What follows belongs to an exercise in optimizing a design on an open flow for small area, a short achievable clock period and few clock cycles per item; a production flow would make more cautious choices. At most, simulation tests tie the RTL to the original design; equivalence was not proved.

## clyde_top
module clyde_top (
    input  logic         clk,
    input  logic         arst_n,
    input  logic         start,
    input  logic [127:0] data_in,
    input  logic [127:0] key,
    input  logic [127:0] tweak,
    output logic [127:0] data_out,
    output logic         busy,
    output logic         done
);
For scale: about 260 flip-flops, ~520 I/O pins, about 0.020 mm^2 of cells after synthesis.
==> flow/config.mk <==
export PLATFORM = sky130hd
export DESIGN_NAME = clyde_top
export DESIGN_NICKNAME = clyde_top
export VERILOG_FILES = /design/flow/design.v
export SDC_FILE = /design/flow/constraint.sdc
export NUM_CORES = 4
export LEC_CHECK = 0
export CAP_MARGIN = 20
export CORE_MARGIN = 2
export CORE_UTILIZATION = 40
export SETUP_SLACK_MARGIN = 3.0
export SLEW_MARGIN = 20
export SYNTH_HIERARCHICAL = 1
==> flow/constraint.sdc <==
create_clock -name core_clock -period 6.0 [get_ports {clk}]
set_input_delay 1.2000 -clock core_clock [delete_from_list [all_inputs] [get_ports {clk}]]
set_output_delay 1.2000 -clock core_clock [all_outputs]
set_load 0.01 [all_outputs]
standard.sh (not shown) runs the stock make flow with config.mk's settings and CLKGATE_MAP_FILE= SYNTH_SCRIPT=/design/flow/synth_recipe.tcl, a recipe that flattens the netlist after the stock synthesis.
==> flow/flow/run.sh <==
#!/bin/bash
# Standard layout, with plain buf_1 cells as the port buffers in place of the
# delay buffers buffer_ports picks by default. Every port still gets a buffer.
set -euo pipefail
export BUFFER_PORTS_ARGS="-buffer_cell sky130_fd_sc_hd__buf_1"
bash standard.sh > standard_flow.log 2>&1
The starting point completed with no timing, DRC or antenna violations.
Edit:
==> flow/run.sh (new file) <==
#!/bin/bash
# synth_recipe.tcl (not shown) runs the flow's synth.tcl, then flattens the netlist and writes it again
# the make line also repeats each setting of config.mk as NAME=value (left out here)
make -C /OpenROAD-flow-scripts/flow DESIGN_CONFIG=/design/flow/config.mk WORK_HOME=/design/flow/orfs CLKGATE_MAP_FILE= SYNTH_SCRIPT=/design/flow/synth_recipe.tcl finish
- SETUP_SLACK_MARGIN: 3.0 -> default
removed: flow/flow/run.sh
removed: flow/standard.sh
The new run passed the timing, design-rule and antenna checks.
Area after synthesis is unchanged.
Critical path depth stays the same.
Routed wire length fell by 18%.
Die area stays the same.
Sequential share of layout area climbs by 4.5 points.
Edit:
==> flow/flow/run.sh (new file) <==
#!/bin/bash
# Standard layout, with plain buf_1 cells as the port buffers in place of the
# delay buffers buffer_ports picks by default. Every port still gets a buffer.
set -euo pipefail
export BUFFER_PORTS_ARGS="-buffer_cell sky130_fd_sc_hd__buf_1"
bash standard.sh > standard_flow.log 2>&1
==> flow/standard.sh (new file) <==
#!/bin/bash
# synth_recipe.tcl (not shown) runs the flow's synth.tcl, then flattens the netlist and writes it again
# the make line also repeats each setting of config.mk as NAME=value (left out here)
make -C /OpenROAD-flow-scripts/flow DESIGN_CONFIG=/design/flow/config.mk WORK_HOME=/design/flow/orfs CLKGATE_MAP_FILE= SYNTH_SCRIPT=/design/flow/synth_recipe.tcl "${@:-finish}"
removed: flow/run.sh
=> The new run passed the timing, design-rule and antenna checks. Worst hold slack loses 93 ps. Die area is unchanged. Critical path depth does not change. Routed wire length goes down by 5.7%. Utilization falls by 6.9 points. Final area decreases by 13%. Via count went up by 0.64%. Non-clock buffer count is unchanged. Cell count stays flat. First-iteration DRC count is higher by 14%.
Function was not checked in any run of this note: the RTL went through the layout flow alone.


main:
clyde_top, a different RTL version from the one above (not shown whole).
Size: about 260 flip-flops, about 520 I/O pins, roughly 18000 um2 of cells after synthesis.
clock: 6.0 ns
lec_check: 0
cap_margin: 20
core_margin: 2
core_utilization: 50
setup_slack_margin: 2.0
slew_margin: 20
synth_hierarchical: 1
==> flow/flow/run.sh <==
#!/bin/bash
# Standard layout, with plain buf_1 cells as the port buffers in place of the
# delay buffers buffer_ports picks by default (every port still gets a
# buffer), and a clock tree built from mid-size clock buffers without
# dummy loads.
set -euo pipefail
export BUFFER_PORTS_ARGS="-buffer_cell sky130_fd_sc_hd__buf_1"
export CTS_ARGS="-sink_clustering_enable -repair_clock_nets -dont_use_dummy_load -buf_list {sky130_fd_sc_hd__clkbuf_4 sky130_fd_sc_hd__clkbuf_8}"
bash standard.sh > standard_flow.log 2>&1
Testbench counts of main, summed over its fixed seeds: cycles 1,800, blocks 256.
## Diff of input files: the feature branch against main
- SETUP_SLACK_MARGIN now 2.3, was 2.0
Per the comparison of the feature branch with main, post-synthesis to final-layout area growth went up 3.4 points; non-clock buffer count in the final layout rose by about 1%; end-of-flow core utilization grew by 1.7 points; antenna diode count fell 2.


Another version of the RTL of clyde_top (not shown whole).
Size in the first run: ~1700 cells after synthesis, about 260 flip-flops, ~520 I/O pins, roughly 18000 um^2 of cells after synthesis.
// clyde_top
module clyde_top (
    input  logic         clk,
    input  logic         arst_n,
    input  logic         start,
    input  logic [127:0] data_in,
    input  logic [127:0] key,
    input  logic [127:0] tweak,
    output logic [127:0] data_out,
    output logic         busy,
    output logic         done
);
export LEC_CHECK = 0
export CAP_MARGIN = 20
export CORE_MARGIN = 2
export CORE_UTILIZATION = 70
export PLACE_DENSITY = 0.8
export SETUP_SLACK_MARGIN = 2.4
export SLEW_MARGIN = 20
export SYNTH_HIERARCHICAL = 1
create_clock -name core_clock -period 6.0 [get_ports {clk}]
==> flow/flow/run.sh <==
#!/bin/bash
# Standard layout, with plain buf_1 cells as the port buffers in place of the
# delay buffers buffer_ports picks by default. Every port still gets a buffer.
set -euo pipefail
export BUFFER_PORTS_ARGS="-buffer_cell sky130_fd_sc_hd__buf_1"
bash standard.sh > standard_flow.log 2>&1
The first run ran to the end with no violations.
Testbench counts at the start, summed over its fixed seeds: cycles 1,800, blocks 256.
Then changed:
--- a/flow/flow/run.sh
+++ b/flow/flow/run.sh
@@ -3 +3,3 @@
-# delay buffers buffer_ports picks by default. Every port still gets a buffer.
+# delay buffers buffer_ports picks by default (every port still gets a
+# buffer), and a clock tree built from mid-size clock buffers without
+# dummy loads.
@@ -5,0 +8 @@
+export CTS_ARGS="-sink_clustering_enable -repair_clock_nets -dont_use_dummy_load -buf_list {sky130_fd_sc_hd__clkbuf_4 sky130_fd_sc_hd__clkbuf_8}"
CORE_UTILIZATION = 45   (was 70)
PLACE_DENSITY = default   (was 0.8)
SETUP_SLACK_MARGIN = 2.0   (was 2.4)
What happened: First-iteration DRC count decreases by 59%; synthesized area does not change; wire length decreases by 16%; utilization decreases by 38 points.
Then changed:
CORE_UTILIZATION = 55   (was 45)
After rerunning: The changed run finished with timing, DRC and antenna clean. Via count climbs by 1.7%. Setup slack is worse by 0.19 ns. Cell area drops by 1.2%. Final cell count drops by 3.1%. Synthesized area is unchanged. Flip-flop and latch count stays the same. Count of clock-buffer cells in the layout stays the same. Utilization climbs by 11 points.


clyde_top, a different RTL version from the one above (not shown whole).
Size in the first run: about 1,800 cells after synthesis, ~260 flip-flops.
export LEC_CHECK = 0
export CAP_MARGIN = 20
export CORE_MARGIN = 2
export CORE_UTILIZATION = 50
export PLACE_DENSITY = 0.7
export SETUP_SLACK_MARGIN = 2.5
export SLEW_MARGIN = 20
export SYNTH_HIERARCHICAL = 1
create_clock -name core_clock -period 6.0 [get_ports {clk}]
==> flow/flow/run.sh <==
#!/bin/bash
# Standard layout, with plain buf_1 cells as the port buffers in place of the
# delay buffers buffer_ports picks by default (every port still gets a
# buffer), and a clock tree built from clkbuf_4 cells without
# dummy loads.
set -euo pipefail
export BUFFER_PORTS_ARGS="-buffer_cell sky130_fd_sc_hd__buf_1"
export CTS_ARGS="-sink_clustering_enable -repair_clock_nets -dont_use_dummy_load -buf_list {sky130_fd_sc_hd__clkbuf_4}"
bash standard.sh > standard_flow.log 2>&1
The first run completed without violations.
Testbench counts at the start, summed over its fixed seeds: cycles 1,800, blocks 256.
==> next run, changes <==
--- a/flow/flow/run.sh
+++ b/flow/flow/run.sh
@@ -4 +4 @@
-# buffer), and a clock tree built from clkbuf_4 cells without
+# buffer), and a clock tree built from mid-size clock buffers without
@@ -8 +8 @@
-export CTS_ARGS="-sink_clustering_enable -repair_clock_nets -dont_use_dummy_load -buf_list {sky130_fd_sc_hd__clkbuf_4}"
+export CTS_ARGS="-sink_clustering_enable -repair_clock_nets -dont_use_dummy_load -buf_list {sky130_fd_sc_hd__clkbuf_4 sky130_fd_sc_hd__clkbuf_8}"
- PLACE_DENSITY: 0.7 -> not set
- SETUP_SLACK_MARGIN: 2.5 -> 2.7
The new run produced a clean layout.
Fmax is higher by 3.1%.
Utilization is higher by 6.3 points.
Routed wire length is higher by about 6%.
Synthesized cell count stays the same.
First-iteration DRC count is higher by about 4%.
Worst hold slack improves by 45 ps.
Synthesized area stays the same.
Cell area is higher by 10%.
==> next run, changes <==
- SETUP_SLACK_MARGIN: 2.7 -> 2.3
The changed run passed the timing, design-rule and antenna checks.
Setup slack got worse by 250 ps.
Global-route usage is lower by 0.55 points.
Maximum frequency went down by about 7%.
Via count falls by 4.0%.
Synthesized cell count does not change.
Die area is unchanged.
Worst hold slack gets better by 7.8 ps.
==> next run, changes <==
--- a/flow/flow/run.sh
+++ b/flow/flow/run.sh
@@ -4 +4 @@
-# buffer), and a clock tree built from mid-size clock buffers without
+# buffer), and a clock tree built from clkbuf_4 cells without
@@ -8 +8 @@
-export CTS_ARGS="-sink_clustering_enable -repair_clock_nets -dont_use_dummy_load -buf_list {sky130_fd_sc_hd__clkbuf_4 sky130_fd_sc_hd__clkbuf_8}"
+export CTS_ARGS="-sink_clustering_enable -repair_clock_nets -dont_use_dummy_load -buf_list {sky130_fd_sc_hd__clkbuf_4}"
- CORE_UTILIZATION: 50 -> 45
- SETUP_SLACK_MARGIN: 2.3 -> 2.5
Register-to-register slack improved by 110 ps; cell area rises by a few percent; non-clock buffer count falls by 2; final cell count rises by a few percent; area after synthesis does not change; routed wire length falls slightly; first-iteration DRC count rises slightly; sequential share of layout area falls by 1.0 points; critical path depth stays the same.
==> next run, changes <==
--- a/flow/flow/run.sh
+++ b/flow/flow/run.sh
@@ -4 +4 @@
-# buffer), and a clock tree built from clkbuf_4 cells without
+# buffer), and a clock tree built from mid-size clock buffers without
@@ -8 +8 @@
-export CTS_ARGS="-sink_clustering_enable -repair_clock_nets -dont_use_dummy_load -buf_list {sky130_fd_sc_hd__clkbuf_4}"
+export CTS_ARGS="-sink_clustering_enable -repair_clock_nets -dont_use_dummy_load -buf_list {sky130_fd_sc_hd__clkbuf_4 sky130_fd_sc_hd__clkbuf_8}"
- CORE_UTILIZATION: 45 -> 50
Effect: The new run finished clean. Synthesized area stays the same. Utilization rose by 6.6 points. Cell area is about the same. First-iteration DRC count rose by 2.5%.


The RTL this note starts from:
==> flow/design.v <==
`timescale 1ns/1ps
`default_nettype none
module clyde_ctrl (
    input  logic       clk,
    input  logic       arst_n,
    input  logic       start,
    output logic       busy,
    output logic       done,
    output logic       cmd_load,
    output logic [3:0] w_even,
    output logic [3:0] w_odd
);
    localparam logic [3:0] W_INIT = 4'b0001;
    localparam logic [3:0] W_LAST = 4'b1100;
    logic [3:0] w_q;
    logic       last_step;
    logic [3:0] w_after;
    assign w_even    = w_q;
    assign w_odd     = {w_q[2:0], w_q[3] ^ w_q[0]};
    assign w_after   = {w_odd[2:0], w_odd[3] ^ w_odd[0]};
    assign cmd_load  = start & ~busy;
    assign last_step = (w_q == W_LAST);
    always_ff @(posedge clk) begin
        w_q <= busy ? w_after : W_INIT;
    end
    always_ff @(posedge clk or negedge arst_n) begin
        if (!arst_n) begin
            busy <= 1'b0;
            done <= 1'b0;
        end else begin
            done <= busy & last_step;
            busy <= cmd_load | (busy & ~last_step);
        end
    end
endmodule
`default_nettype wire
`timescale 1ns/1ps
`default_nettype none
module clyde_andxor (
    input  logic a,
    input  logic b,
    input  logic c,
    output logic y
);
    assign y = (a & b) ^ c;
endmodule
module clyde_sbox_col (
    input  logic [3:0] x,
    output logic [3:0] y
);
    clyde_andxor u_y1 (.a(x[0]), .b(x[1]), .c(x[2]), .y(y[1]));
    clyde_andxor u_y0 (.a(x[3]), .b(x[0]), .c(x[1]), .y(y[0]));
    clyde_andxor u_y3 (.a(y[1]), .b(x[3]), .c(x[0]), .y(y[3]));
    clyde_andxor u_y2 (.a(y[0]), .b(y[1]), .c(x[3]), .y(y[2]));
endmodule
module clyde_sbox_layer (
    input  logic [127:0] state_in,
    output logic [127:0] state_out
);
    for (genvar c = 0; c < 32; c++) begin : g_col
        clyde_sbox_col u_col (
            .x ({state_in[96+c], state_in[64+c], state_in[32+c], state_in[c]}),
            .y ({state_out[96+c], state_out[64+c], state_out[32+c], state_out[c]})
        );
    end
endmodule
`default_nettype wire
`timescale 1ns/1ps
`default_nettype none
module clyde_lbox_layer (
    input  logic [127:0] state_in,
    input  logic [3:0]   w_value,
    output logic [127:0] state_out
);
    localparam int LB_ROT_A = 12;
    localparam int LB_ROT_B = 3;
    logic [31:0] r0, r1, r2, r3;
    logic [31:0] x_new0, y_new0, x_new1, y_new1;
    assign r0 = state_in[31:0];
    assign r1 = state_in[63:32];
    assign r2 = state_in[95:64];
    assign r3 = state_in[127:96];
    assign x_new0 = r0 ^ {r1[LB_ROT_A-1:0], r1[31:LB_ROT_A]};
    assign x_new1 = r2 ^ {r3[LB_ROT_A-1:0], r3[31:LB_ROT_A]};
    assign y_new0 = r1 ^ {x_new0[LB_ROT_B-1:0], x_new0[31:LB_ROT_B]};
    assign y_new1 = r3 ^ {x_new1[LB_ROT_B-1:0], x_new1[31:LB_ROT_B]};
    assign state_out = {y_new1[31:1], y_new1[0] ^ w_value[3],
                        x_new1[31:1], x_new1[0] ^ w_value[2],
                        y_new0[31:1], y_new0[0] ^ w_value[1],
                        x_new0[31:1], x_new0[0] ^ w_value[0]};
endmodule
`default_nettype wire
`timescale 1ns/1ps
`default_nettype none
module clyde_tweakey (
    input  logic         clk,
    input  logic         busy,
    input  logic [127:0] tweak,
    input  logic [127:0] key,
    output logic [127:0] tk_value
);
    logic [127:0] tweak_q;
    logic [127:0] tweak_d;
    assign tweak_d = busy ? {tweak_q[63:0], tweak_q[63:0] ^ tweak_q[127:64]} : tweak;
    always_ff @(posedge clk) begin
        tweak_q <= tweak_d;
    end
    assign tk_value = key ^ tweak_d;
endmodule
`default_nettype wire
`timescale 1ns/1ps
`default_nettype none
module clyde_datapath (
    input  logic         clk,
    input  logic [127:0] data_in,
    input  logic [127:0] key,
    input  logic [127:0] tweak,
    input  logic         busy,
    input  logic         cmd_load,
    input  logic [3:0]   w_even,
    input  logic [3:0]   w_odd,
    output logic [127:0] data_out
);
    logic [127:0] state_q;
    logic [127:0] state_d;
    logic [127:0] sbox_a, lbox_a, sbox_b, lbox_b;
    logic [127:0] tk_value;
    clyde_sbox_layer u_sbox_a (.state_in(state_q), .state_out(sbox_a));
    clyde_lbox_layer u_lbox_a (.state_in(sbox_a), .w_value(w_even), .state_out(lbox_a));
    clyde_sbox_layer u_sbox_b (.state_in(lbox_a), .state_out(sbox_b));
    clyde_lbox_layer u_lbox_b (.state_in(sbox_b), .w_value(w_odd), .state_out(lbox_b));
    clyde_tweakey u_tweakey (
        .clk      (clk),
        .busy     (busy),
        .tweak    (tweak),
        .key      (key),
        .tk_value (tk_value)
    );
    always_comb begin
        if (busy)          state_d = lbox_b ^ tk_value;
        else if (cmd_load) state_d = data_in ^ tk_value;
        else               state_d = state_q;
    end
    always_ff @(posedge clk) begin
        state_q <= state_d;
    end
    assign data_out = state_q;
endmodule
`default_nettype wire
`timescale 1ns/1ps
`default_nettype none
module clyde_top (
    input  logic         clk,
    input  logic         arst_n,
    input  logic         start,
    input  logic [127:0] data_in,
    input  logic [127:0] key,
    input  logic [127:0] tweak,
    output logic [127:0] data_out,
    output logic         busy,
    output logic         done
);
    logic       cmd_load;
    logic [3:0] w_even;
    logic [3:0] w_odd;
    clyde_ctrl u_ctrl (
        .clk      (clk),
        .arst_n   (arst_n),
        .start    (start),
        .busy     (busy),
        .done     (done),
        .cmd_load (cmd_load),
        .w_even   (w_even),
        .w_odd    (w_odd)
    );
    clyde_datapath u_datapath (
        .clk      (clk),
        .data_in  (data_in),
        .key      (key),
        .tweak    (tweak),
        .busy     (busy),
        .cmd_load (cmd_load),
        .w_even   (w_even),
        .w_odd    (w_odd),
        .data_out (data_out)
    );
endmodule
`default_nettype wire
Settings: LEC_CHECK=0, CAP_MARGIN=20, CORE_MARGIN=2, CORE_UTILIZATION=60, SETUP_SLACK_MARGIN=2.4, SLEW_MARGIN=20, SYNTH_HIERARCHICAL=1; clock period 6.0 ns.
==> flow/flow/run.sh <==
#!/bin/bash
# Standard layout, with plain buf_1 cells as the port buffers in place of the
# delay buffers buffer_ports picks by default. Every port still gets a buffer.
set -euo pipefail
export BUFFER_PORTS_ARGS="-buffer_cell sky130_fd_sc_hd__buf_1"
bash standard.sh > standard_flow.log 2>&1
The baseline completed with no timing, DRC or antenna violations.
Testbench counts at the start, summed over its fixed seeds: cycles 1,800, blocks 256.
Then changed:
--- a/flow/flow/run.sh
+++ b/flow/flow/run.sh
@@ -3 +3,3 @@
-# delay buffers buffer_ports picks by default. Every port still gets a buffer.
+# delay buffers buffer_ports picks by default (every port still gets a
+# buffer), and a clock tree built from mid-size clock buffers without
+# dummy loads.
@@ -5,0 +8 @@
+export CTS_ARGS="-sink_clustering_enable -repair_clock_nets -dont_use_dummy_load -buf_list {sky130_fd_sc_hd__clkbuf_4 sky130_fd_sc_hd__clkbuf_8}"
Global-route usage stays flat.
Utilization came out lower by 1.0 points.
Routed wire length came out lower by 0.50%.
Via count is higher by 0.34%.
Sequential cell count is unchanged.
Register-to-register slack degrades by 40 ps.
Then changed:
- CORE_UTILIZATION: 60 -> 50
- SETUP_SLACK_MARGIN: 2.4 -> 2.0
The changed run finished clean.
Setup slack is worse by 51 ps.
Cell count hardly moves.
Flip-flop and latch count is unchanged.
Cell area drops by 10%.
Wire length drops by 3.8%.
Then changed:
- SETUP_SLACK_MARGIN: 2.0 -> 2.6
Effect: Final cell count climbs by roughly a tenth. Worst setup slack improved by 230 ps. Wire length climbs by about a fifth. Via count climbs by about a fifth. Clock-buffer cell count stays the same. Die area does not change. Global-route usage climbs by 1.7 points. Area after synthesis is unchanged. Maximum frequency climbs by a few percent.
Then changed:
- SETUP_SLACK_MARGIN: 2.6 -> 1.5
After rerunning:
- core utilization fell by 19 points
- area after synthesis does not change
- routed wire length goes down by 19%
- count of clock-buffer cells in the layout is unchanged
- design area came out lower by 25%
- critical path depth does not change
- via count goes down by 15%
- maximum frequency went down by 15%
Then changed:
==> flow/flow/run.sh (replaced) <==
#!/bin/bash
# Standard layout, with plain buf_1 cells as the port buffers in place of the
# delay buffers buffer_ports picks by default. Every port still gets a buffer.
set -euo pipefail
export BUFFER_PORTS_ARGS="-buffer_cell sky130_fd_sc_hd__buf_1"
bash standard.sh > standard_flow.log 2>&1
- CORE_UTILIZATION: 50 -> 40
- SETUP_SLACK_MARGIN: 1.5 -> default
Cell area went up by 2.5%.
Register-to-register slack is worse by 110 ps.
Clock skew goes down by 33 ps.
Die area came out higher by 24%.
Global-route usage came out lower by 6.0 points.
Setup slack is worse by 110 ps.

## what the ideal ports hide
The flow's constraints put no driver on any port. The routed layouts listed below were extracted and timed again, unchanged, in two steps. Step 1 sets driving cells, clkbuf_16 on the clock port and buf_2 on the other inputs (assumed; they add their load-dependent delay and slew). Step 2 times the ports against the registers' clock, not the clock port: input delays grow and output delays shrink by t, the midpoint of the rising clock arrivals with the driver on. Three values: ideal, step 1, step 2; two values: the first two.
run | shift t [ns] | setup WS [ns] | worst hold slack (ns) | worst data-port slew with drivers (ns)
the first run of note 1 | 0.645 | 2.682 / 2.682 / 2.682 | 0.392 / 0.357 / 0.522 | 0.09
the second run of note 1 | 0.593 | 1.983 / 1.983 / 1.983 | 0.523 / 0.523 / 0.523 | 0.11
the third run of note 1 | 0.618 | 2.069 / 2.069 / 2.069 | 0.430 / 0.398 / 0.525 | 0.12
main | 0.657 | 2.215 / 2.215 / 2.215 | 0.397 / 0.382 / 0.513 | 0.10
the feature branch | 0.650 | 2.366 / 2.366 / 2.366 | 0.364 / 0.342 / 0.538 | 0.13
the first run of note 3 | 0.604 | 1.948 / 1.948 / 1.948 | 0.451 / 0.464 / 0.526 | 0.14
the second run of note 3 | 0.658 | 2.183 / 2.183 / 2.183 | 0.386 / 0.379 / 0.518 | 0.10
the third run of note 3 | 0.619 | 1.994 / 1.994 / 1.994 | 0.398 / 0.444 / 0.493 | 0.09
the first run of note 4 | 0.756 | 2.600 / 2.600 / 2.600 | 0.312 / 0.304 / 0.519 | 0.10
the second run of note 4 | 0.665 | 2.702 / 2.702 / 2.702 | 0.357 / 0.350 / 0.543 | 0.10
the third run of note 4 | 0.659 | 2.449 / 2.435 / 2.449 | 0.365 / 0.356 / 0.544 | 0.11
the fourth run of note 4 | 0.781 | 2.556 / 2.556 / 2.556 | 0.271 / 0.246 / 0.498 | 0.09
the fifth run of note 4 | 0.660 | 2.579 / 2.579 / 2.579 | 0.363 / 0.354 / 0.544 | 0.11
the first run of note 5 | 0.605 | 2.256 / 2.256 / 2.256 | 0.421 / 0.462 / 0.523 | 0.10
the second run of note 5 | 0.591 | 2.217 / 2.217 / 2.217 | 0.415 / 0.462 / 0.511 | 0.10
the third run of note 5 | 0.663 | 2.166 / 2.166 / 2.166 | 0.353 / 0.385 / 0.500 | 0.10
the fourth run of note 5 | 0.669 | 2.395 / 2.395 / 2.395 | 0.341 / 0.371 / 0.483 | 0.10
the fifth run of note 5 | 0.668 | 1.762 / 1.762 / 1.762 | 0.349 / 0.374 / 0.493 | 0.09
the sixth run of note 5 | 0.633 | 1.656 / 1.656 / 1.656 | 0.389 / 0.385 / 0.525 | 0.11
After both steps setup and hold are still met in every run listed.
